This is an optimization exercise on Yosys and OpenROAD, whose aim is small area and a short achievable clock period, not a production implementation. Only simulation tests tie the RTL to the original design; equivalence was not proved. Power is estimated from default activity; no workload was simulated.

==> build 25 <==
==> flow/design.v <==
package data_mem_pkg;
  localparam logic [1:0] ST_IDLE  = 2'd0;
  localparam logic [1:0] ST_CLEAR = 2'd1;
  localparam logic [1:0] ST_DUMP  = 2'd2;
  localparam logic [1:0] ST_DONE  = 2'd3;
  localparam logic MODE_CLEAR = 1'b0;
  localparam logic MODE_DUMP  = 1'b1;
endpackage
module cell_ao22 (
  input  logic we,
  input  logic d,
  input  logic nwe,
  input  logic q,
  output logic y
);
  assign y = (we & d) | (nwe & q);
endmodule
module sel_oct (
  input  logic [7:0] s,
  input  logic [7:0] d,
  output logic       y
);
  assign y = |(s & d);
endmodule
module cell_aoi222 (
  input  logic s0,
  input  logic d0,
  input  logic s1,
  input  logic d1,
  input  logic s2,
  input  logic d2,
  output logic y_n
);
  assign y_n = ~((s0 & d0) | (s1 & d1) | (s2 & d2));
endmodule
module or_p #(
  parameter int N = 32
) (
  input  logic [N-1:0] a,
  output logic         y
);
  assign y = |a;
endmodule
module or_n #(
  parameter int N = 4
) (
  input  logic [N-1:0] a_n,
  output logic         y
);
  assign y = ~&a_n;
endmodule
module cell_nor2 (
  input  logic a_n,
  input  logic b_n,
  output logic y
);
  assign y = ~(a_n | b_n);
endmodule
module cell_nand2 (
  input  logic a,
  input  logic b,
  output logic y_n
);
  assign y_n = ~(a & b);
endmodule
module rd_fast (
  input  logic [255:0] sel,
  input  logic [255:0] d,
  output logic         y
);
  logic [31:0] l1;
  for (genvar i = 0; i < 32; i++) begin : g_l1
    sel_oct u (.s(sel[8*i +: 8]), .d(d[8*i +: 8]), .y(l1[i]));
  end
  or_p #(.N(32)) u_or (.a(l1), .y(y));
endmodule
module rd_small (
  input  logic [255:0] sel,
  input  logic [255:0] d,
  output logic         y
);
  logic [85:0] l1_n;
  for (genvar i = 0; i < 85; i++) begin : g_l1
    cell_aoi222 u (.s0(sel[3*i]), .d0(d[3*i]), .s1(sel[3*i+1]), .d1(d[3*i+1]),
                   .s2(sel[3*i+2]), .d2(d[3*i+2]), .y_n(l1_n[i]));
  end
  cell_nand2 u_last (.a(sel[255]), .b(d[255]), .y_n(l1_n[85]));
  or_n #(.N(86)) u_or (.a_n(l1_n), .y(y));
endmodule
module mem_array (
  input  logic         clk,
  input  logic [255:0] we,      
  input  logic [255:0] nwe,     
  input  logic [7:0]   wdata,
  input  logic [255:0] rsel,    
  output logic [7:0]   rdata,
  input  logic [255:0] ssel,    
  output logic [7:0]   sdata
);
  logic [7:0] mem [256];
  logic [7:0] mem_d [256];
  logic [255:0] col [8];
  for (genvar i = 0; i < 256; i++) begin : g_word
    for (genvar b = 0; b < 8; b++) begin : g_bit
      cell_ao22 u_hold (.we(we[i]), .d(wdata[b]), .nwe(nwe[i]), .q(mem[i][b]), .y(mem_d[i][b]));
      assign col[b][i] = mem[i][b];
    end
    always_ff @(posedge clk) begin
      mem[i] <= mem_d[i];
    end
  end
  for (genvar b = 0; b < 8; b++) begin : g_rd
    rd_fast  u_cpu   (.sel(rsel), .d(col[b]), .y(rdata[b]));
    rd_small u_sweep (.sel(ssel), .d(col[b]), .y(sdata[b]));
  end
endmodule
module data_mem_sweep (
  input  logic       Clk,
  input  logic       Reset,
  input  logic       Start,
  input  logic       Mode,
  output logic       Busy,
  output logic       Ack,
  input  logic       WriteEn,
  input  logic [7:0] Addr,
  input  logic [7:0] DataIn,
  output logic [7:0] DataOut,
  output logic       DumpValid,
  output logic [7:0] DumpAddr,
  output logic [7:0] DumpData
);
  logic [1:0] state, state_nxt;
  logic [7:0] last;
  logic [7:0] k;
  logic       clearing;
  logic       we;
  logic [7:0] waddr;
  logic [7:0] wdata;
  logic [15:0] pw_lo, pw_hi, pw_lo_n, pw_hi_n, pr_lo_n, pr_hi_n, ps_lo_n, ps_hi_n;
  logic [255:0] wsel, wsel_n, rsel, ssel;
  logic [7:0] sweep_rdata;
  always_ff @(posedge Clk or posedge Reset) begin
    if (Reset) state <= data_mem_pkg::ST_IDLE;
    else       state <= state_nxt;
  end
  assign Busy     = (state == data_mem_pkg::ST_CLEAR) || (state == data_mem_pkg::ST_DUMP);
  assign Ack      = (state == data_mem_pkg::ST_DONE);
  assign clearing = (state == data_mem_pkg::ST_CLEAR);
  assign k        = last + 8'd1;
  always_comb begin
    state_nxt = state;
    case (state)
      data_mem_pkg::ST_IDLE:
        if (Start) state_nxt = (Mode == data_mem_pkg::MODE_DUMP) ? data_mem_pkg::ST_DUMP
                                                                 : data_mem_pkg::ST_CLEAR;
      data_mem_pkg::ST_CLEAR, data_mem_pkg::ST_DUMP:
        if (last == 8'hFE) state_nxt = data_mem_pkg::ST_DONE;
      default:
        if (!Start) state_nxt = data_mem_pkg::ST_IDLE;
    endcase
  end
  always_ff @(posedge Clk) begin
    last <= Busy ? k : 8'hFF;
  end
  assign we    = clearing || (WriteEn && !Busy);
  assign waddr = clearing ? k : Addr;
  assign wdata = clearing ? 8'h00 : DataIn;
  for (genvar j = 0; j < 16; j++) begin : g_pre
    assign pw_lo[j]   = we && (waddr[3:0] == 4'(j));
    assign pw_hi[j]   = (waddr[7:4] == 4'(j));
    assign pw_lo_n[j] = ~pw_lo[j];
    assign pw_hi_n[j] = ~pw_hi[j];
    assign pr_lo_n[j] = (Addr[3:0] != 4'(j));
    assign pr_hi_n[j] = (Addr[7:4] != 4'(j));
    assign ps_lo_n[j] = (k[3:0] != 4'(j));
    assign ps_hi_n[j] = (k[7:4] != 4'(j));
  end
  for (genvar i = 0; i < 256; i++) begin : g_dec
    cell_nand2 u_wn (.a(pw_lo[i % 16]), .b(pw_hi[i / 16]), .y_n(wsel_n[i]));
    cell_nor2  u_w  (.a_n(pw_lo_n[i % 16]), .b_n(pw_hi_n[i / 16]), .y(wsel[i]));
    cell_nor2  u_r  (.a_n(pr_lo_n[i % 16]), .b_n(pr_hi_n[i / 16]), .y(rsel[i]));
    cell_nor2  u_s  (.a_n(ps_lo_n[i % 16]), .b_n(ps_hi_n[i / 16]), .y(ssel[i]));
  end
  mem_array u_mem (
    .clk   (Clk),
    .we    (wsel),
    .nwe   (wsel_n),
    .wdata (wdata),
    .rsel  (rsel),
    .rdata (DataOut),
    .ssel  (ssel),
    .sdata (sweep_rdata)
  );
  always_ff @(posedge Clk or posedge Reset) begin
    if (Reset) DumpValid <= 1'b0;
    else       DumpValid <= (state == data_mem_pkg::ST_DUMP);
  end
  always_ff @(posedge Clk) begin
    DumpData <= sweep_rdata;
  end
  assign DumpAddr = last;
endmodule
==> flow/run.sh <==
#!/bin/bash
# synth_recipe.tcl (not shown) runs the flow's synth.tcl, then flattens the netlist and writes it again
# the make line also repeats each setting of config.mk as NAME=value (left out here)
make -C /OpenROAD-flow-scripts/flow DESIGN_CONFIG=/design/flow/config.mk WORK_HOME=/design/flow/orfs CLKGATE_MAP_FILE= SYNTH_SCRIPT=/design/flow/synth_recipe.tcl finish
==> flow/config.mk <==
export PLATFORM = sky130hd
export DESIGN_NAME = data_mem_sweep
export DESIGN_NICKNAME = data_mem_sweep
export VERILOG_FILES = /design/flow/design.v
export SDC_FILE = /design/flow/constraint.sdc
export NUM_CORES = 4
export LEC_CHECK = 0
export CAP_MARGIN = 20
export CORE_MARGIN = 2
export CORE_UTILIZATION = 40
export SLEW_MARGIN = 20
export SYNTH_HIERARCHICAL = 1
export SYNTH_MINIMUM_KEEP_SIZE = 0
==> flow/constraint.sdc <==
create_clock -name core_clock -period 7.0 [get_ports {Clk}]
set_input_delay 1.4000 -clock core_clock [delete_from_list [all_inputs] [get_ports {Clk}]]
set_output_delay 1.4000 -clock core_clock [all_outputs]
set_load 0.01 [all_outputs]
==> inputs of trial 67, as changes to build 25 <==
--- a/flow/design.v
+++ b/flow/design.v
@@ -16,7 +16,7 @@
   assign y = (we & d) | (nwe & q);
 endmodule
-module sel_oct (
-  input  logic [7:0] s,
-  input  logic [7:0] d,
+module sel_quad (
+  input  logic [3:0] s,
+  input  logic [3:0] d,
   output logic       y
 );
@@ -69,9 +69,29 @@
   output logic         y
 );
-  logic [31:0] l1;
-  for (genvar i = 0; i < 32; i++) begin : g_l1
-    sel_oct u (.s(sel[8*i +: 8]), .d(d[8*i +: 8]), .y(l1[i]));
-  end
-  or_p #(.N(32)) u_or (.a(l1), .y(y));
+  logic [63:0] q;    
+  logic [31:0] t5_n;
+  logic [15:0] t4;
+  logic [7:0]  t3_n;
+  logic [3:0]  t2;
+  logic [1:0]  t1_n;
+  for (genvar i = 0; i < 64; i++) begin : g_q
+    sel_quad u (.s(sel[4*i +: 4]), .d(d[4*i +: 4]), .y(q[i]));
+  end
+  for (genvar i = 0; i < 32; i++) begin : g_t5
+    cell_nor2 u (.a_n(q[2*i]), .b_n(q[2*i+1]), .y(t5_n[i]));
+  end
+  for (genvar i = 0; i < 16; i++) begin : g_t4
+    cell_nand2 u (.a(t5_n[2*i]), .b(t5_n[2*i+1]), .y_n(t4[i]));
+  end
+  for (genvar i = 0; i < 8; i++) begin : g_t3
+    cell_nor2 u (.a_n(t4[2*i]), .b_n(t4[2*i+1]), .y(t3_n[i]));
+  end
+  for (genvar i = 0; i < 4; i++) begin : g_t2
+    cell_nand2 u (.a(t3_n[2*i]), .b(t3_n[2*i+1]), .y_n(t2[i]));
+  end
+  for (genvar i = 0; i < 2; i++) begin : g_t1
+    cell_nor2 u (.a_n(t2[2*i]), .b_n(t2[2*i+1]), .y(t1_n[i]));
+  end
+  cell_nand2 u_t0 (.a(t1_n[0]), .b(t1_n[1]), .y_n(y));
 endmodule
 module rd_small (
--- a/flow/config.mk
+++ b/flow/config.mk
@@ -9,4 +9,5 @@
 export CORE_MARGIN = 2
 export CORE_UTILIZATION = 40
+export SETUP_SLACK_MARGIN = 2.5
 export SLEW_MARGIN = 20
 export SYNTH_HIERARCHICAL = 1
==> inputs of trial 14, as changes to build 25 <==
--- a/flow/design.v
+++ b/flow/design.v
@@ -16,7 +16,7 @@
   assign y = (we & d) | (nwe & q);
 endmodule
-module sel_oct (
-  input  logic [7:0] s,
-  input  logic [7:0] d,
+module sel_quad (
+  input  logic [3:0] s,
+  input  logic [3:0] d,
   output logic       y
 );
@@ -69,9 +69,29 @@
   output logic         y
 );
-  logic [31:0] l1;
-  for (genvar i = 0; i < 32; i++) begin : g_l1
-    sel_oct u (.s(sel[8*i +: 8]), .d(d[8*i +: 8]), .y(l1[i]));
-  end
-  or_p #(.N(32)) u_or (.a(l1), .y(y));
+  logic [63:0] q;    
+  logic [31:0] t5_n;
+  logic [15:0] t4;
+  logic [7:0]  t3_n;
+  logic [3:0]  t2;
+  logic [1:0]  t1_n;
+  for (genvar i = 0; i < 64; i++) begin : g_q
+    sel_quad u (.s(sel[4*i +: 4]), .d(d[4*i +: 4]), .y(q[i]));
+  end
+  for (genvar i = 0; i < 32; i++) begin : g_t5
+    cell_nor2 u (.a_n(q[2*i]), .b_n(q[2*i+1]), .y(t5_n[i]));
+  end
+  for (genvar i = 0; i < 16; i++) begin : g_t4
+    cell_nand2 u (.a(t5_n[2*i]), .b(t5_n[2*i+1]), .y_n(t4[i]));
+  end
+  for (genvar i = 0; i < 8; i++) begin : g_t3
+    cell_nor2 u (.a_n(t4[2*i]), .b_n(t4[2*i+1]), .y(t3_n[i]));
+  end
+  for (genvar i = 0; i < 4; i++) begin : g_t2
+    cell_nand2 u (.a(t3_n[2*i]), .b(t3_n[2*i+1]), .y_n(t2[i]));
+  end
+  for (genvar i = 0; i < 2; i++) begin : g_t1
+    cell_nor2 u (.a_n(t2[2*i]), .b_n(t2[2*i+1]), .y(t1_n[i]));
+  end
+  cell_nand2 u_t0 (.a(t1_n[0]), .b(t1_n[1]), .y_n(y));
 endmodule
 module rd_small (
@@ -131,5 +151,4 @@
 );
   logic [1:0] state, state_nxt;
-  logic [7:0] last;
   logic [7:0] k;
   logic       clearing;
@@ -147,5 +166,4 @@
   assign Ack      = (state == data_mem_pkg::ST_DONE);
   assign clearing = (state == data_mem_pkg::ST_CLEAR);
-  assign k        = last + 8'd1;
   always_comb begin
     state_nxt = state;
@@ -155,5 +173,5 @@
                                                                  : data_mem_pkg::ST_CLEAR;
       data_mem_pkg::ST_CLEAR, data_mem_pkg::ST_DUMP:
-        if (last == 8'hFE) state_nxt = data_mem_pkg::ST_DONE;
+        if (k == 8'hFF) state_nxt = data_mem_pkg::ST_DONE;
       default:
         if (!Start) state_nxt = data_mem_pkg::ST_IDLE;
@@ -161,5 +179,5 @@
   end
   always_ff @(posedge Clk) begin
-    last <= Busy ? k : 8'hFF;
+    k <= Busy ? k + 8'd1 : 8'h00;
   end
   assign we    = clearing || (WriteEn && !Busy);
@@ -197,6 +215,6 @@
   end
   always_ff @(posedge Clk) begin
+    DumpAddr <= k;
     DumpData <= sweep_rdata;
   end
-  assign DumpAddr = last;
-endmodule
+endmodule
--- a/flow/config.mk
+++ b/flow/config.mk
@@ -9,4 +9,6 @@
 export CORE_MARGIN = 2
 export CORE_UTILIZATION = 40
+export CTS_BUF_LIST = sky130_fd_sc_hd__clkbuf_8
+export SETUP_SLACK_MARGIN = 2.2
 export SLEW_MARGIN = 20
 export SYNTH_HIERARCHICAL = 1
==> results.txt <==
- Clk network pwr share: 0.279
- Number of setup violations in the final report: 7
- HPWL Detailed: 378,000 µm
- Drt wl/cell: 47.3 µm
- Rel. slew slack: 0.0897
- Min setup slack post-route: -203 ps
- Setup Skew: 34.1 ps
- Fail Reasons: setup timing
- GR met1 Demand/Resource: 0.611
- Outcome: complete, but fails checks
- Worst slew pin tran: 1360 ps
- Vias per Instance: 8.03
- Layout area overhead: 19.9%
-- figures above: build 25

==> results.txt <==
- Rel. slew slack: 0.0368
- Outcome: complete, no violations
- Clk network pwr share: 0.334
- Max stage delay cell, worst path: nor2_4
- Grt met2 use: 0.587
- Vias per Instance: 7.51
- Multi-input gate area: 46,300 µm²
- Layout area overhead: 23.3%
- Worst slew pin tran: 1440 ps
- Drt wl/cell: 40.1 µm
- HPWL Detailed: 327,000 µm
- GR met1 Demand/Resource: 0.546
- Min setup slack post-route: 1530 ps
- Capture point of the worst path: DataOut[0]
- Worst hold slack: 469 ps
- Area-dominant class: multi-input gates
- Mux cell area share after synthesis: 0.000975
- PostCTS Resize Cnt: 795
-- figures above: trial 14

==> results.txt <==
- Distinct cells, synth: 44
- Layout area overhead: 27.0%
- Rel. slew slack: 0.157
- GR met1 Demand/Resource: 0.552
- Min setup slack post-route: 1610 ps
- Setup Skew: 34.1 ps
- Number of setup violations in the final report: 0
- Vias per Instance: 7.57
- Outcome: complete, no violations
- Worst slew pin tran: 1260 ps
- Clk network pwr share: 0.284
-- figures above: trial 67

==> port drivers added, routing unchanged <==
In the flow no input, the clock included, has a driving cell. The finished layouts below were timed again as built, in two steps. Step 1, drivers: a clkbuf_16 drives Clk and a buf_2 each remaining input, both assumed. Step 2, shift: input delay + t, output delay - t, t = (earliest + latest rising clock arrival at the registers) / 2. This alone moves slack from input paths to output paths. a / b / c = no drivers / after step 1 / after step 2; a / b = the first two.
| run | t (ns) | setup WS [ns] | hold WS [ns] | worst setup path at the end | worst data-port slew with drivers (ns) |
|---|---|---|---|---|---|
| build 25 | 0.964 | -0.203 / -0.229 / -0.229 | 0.505 / 0.505 / 0.505 | input to output | 0.05 |
| trial 67 | 0.977 | 1.614 / 1.572 / 1.572 | 0.500 / 0.500 / 0.500 | input to output | 0.07 |
| trial 14 | 1.184 | 1.527 / 1.343 / 1.343 | 0.469 / 0.390 / 0.480 | input to output | 0.23 |
The setup slack of trial 14, which loses most, moves by -0.184 ns with the drivers and by -0.184 ns with both steps.
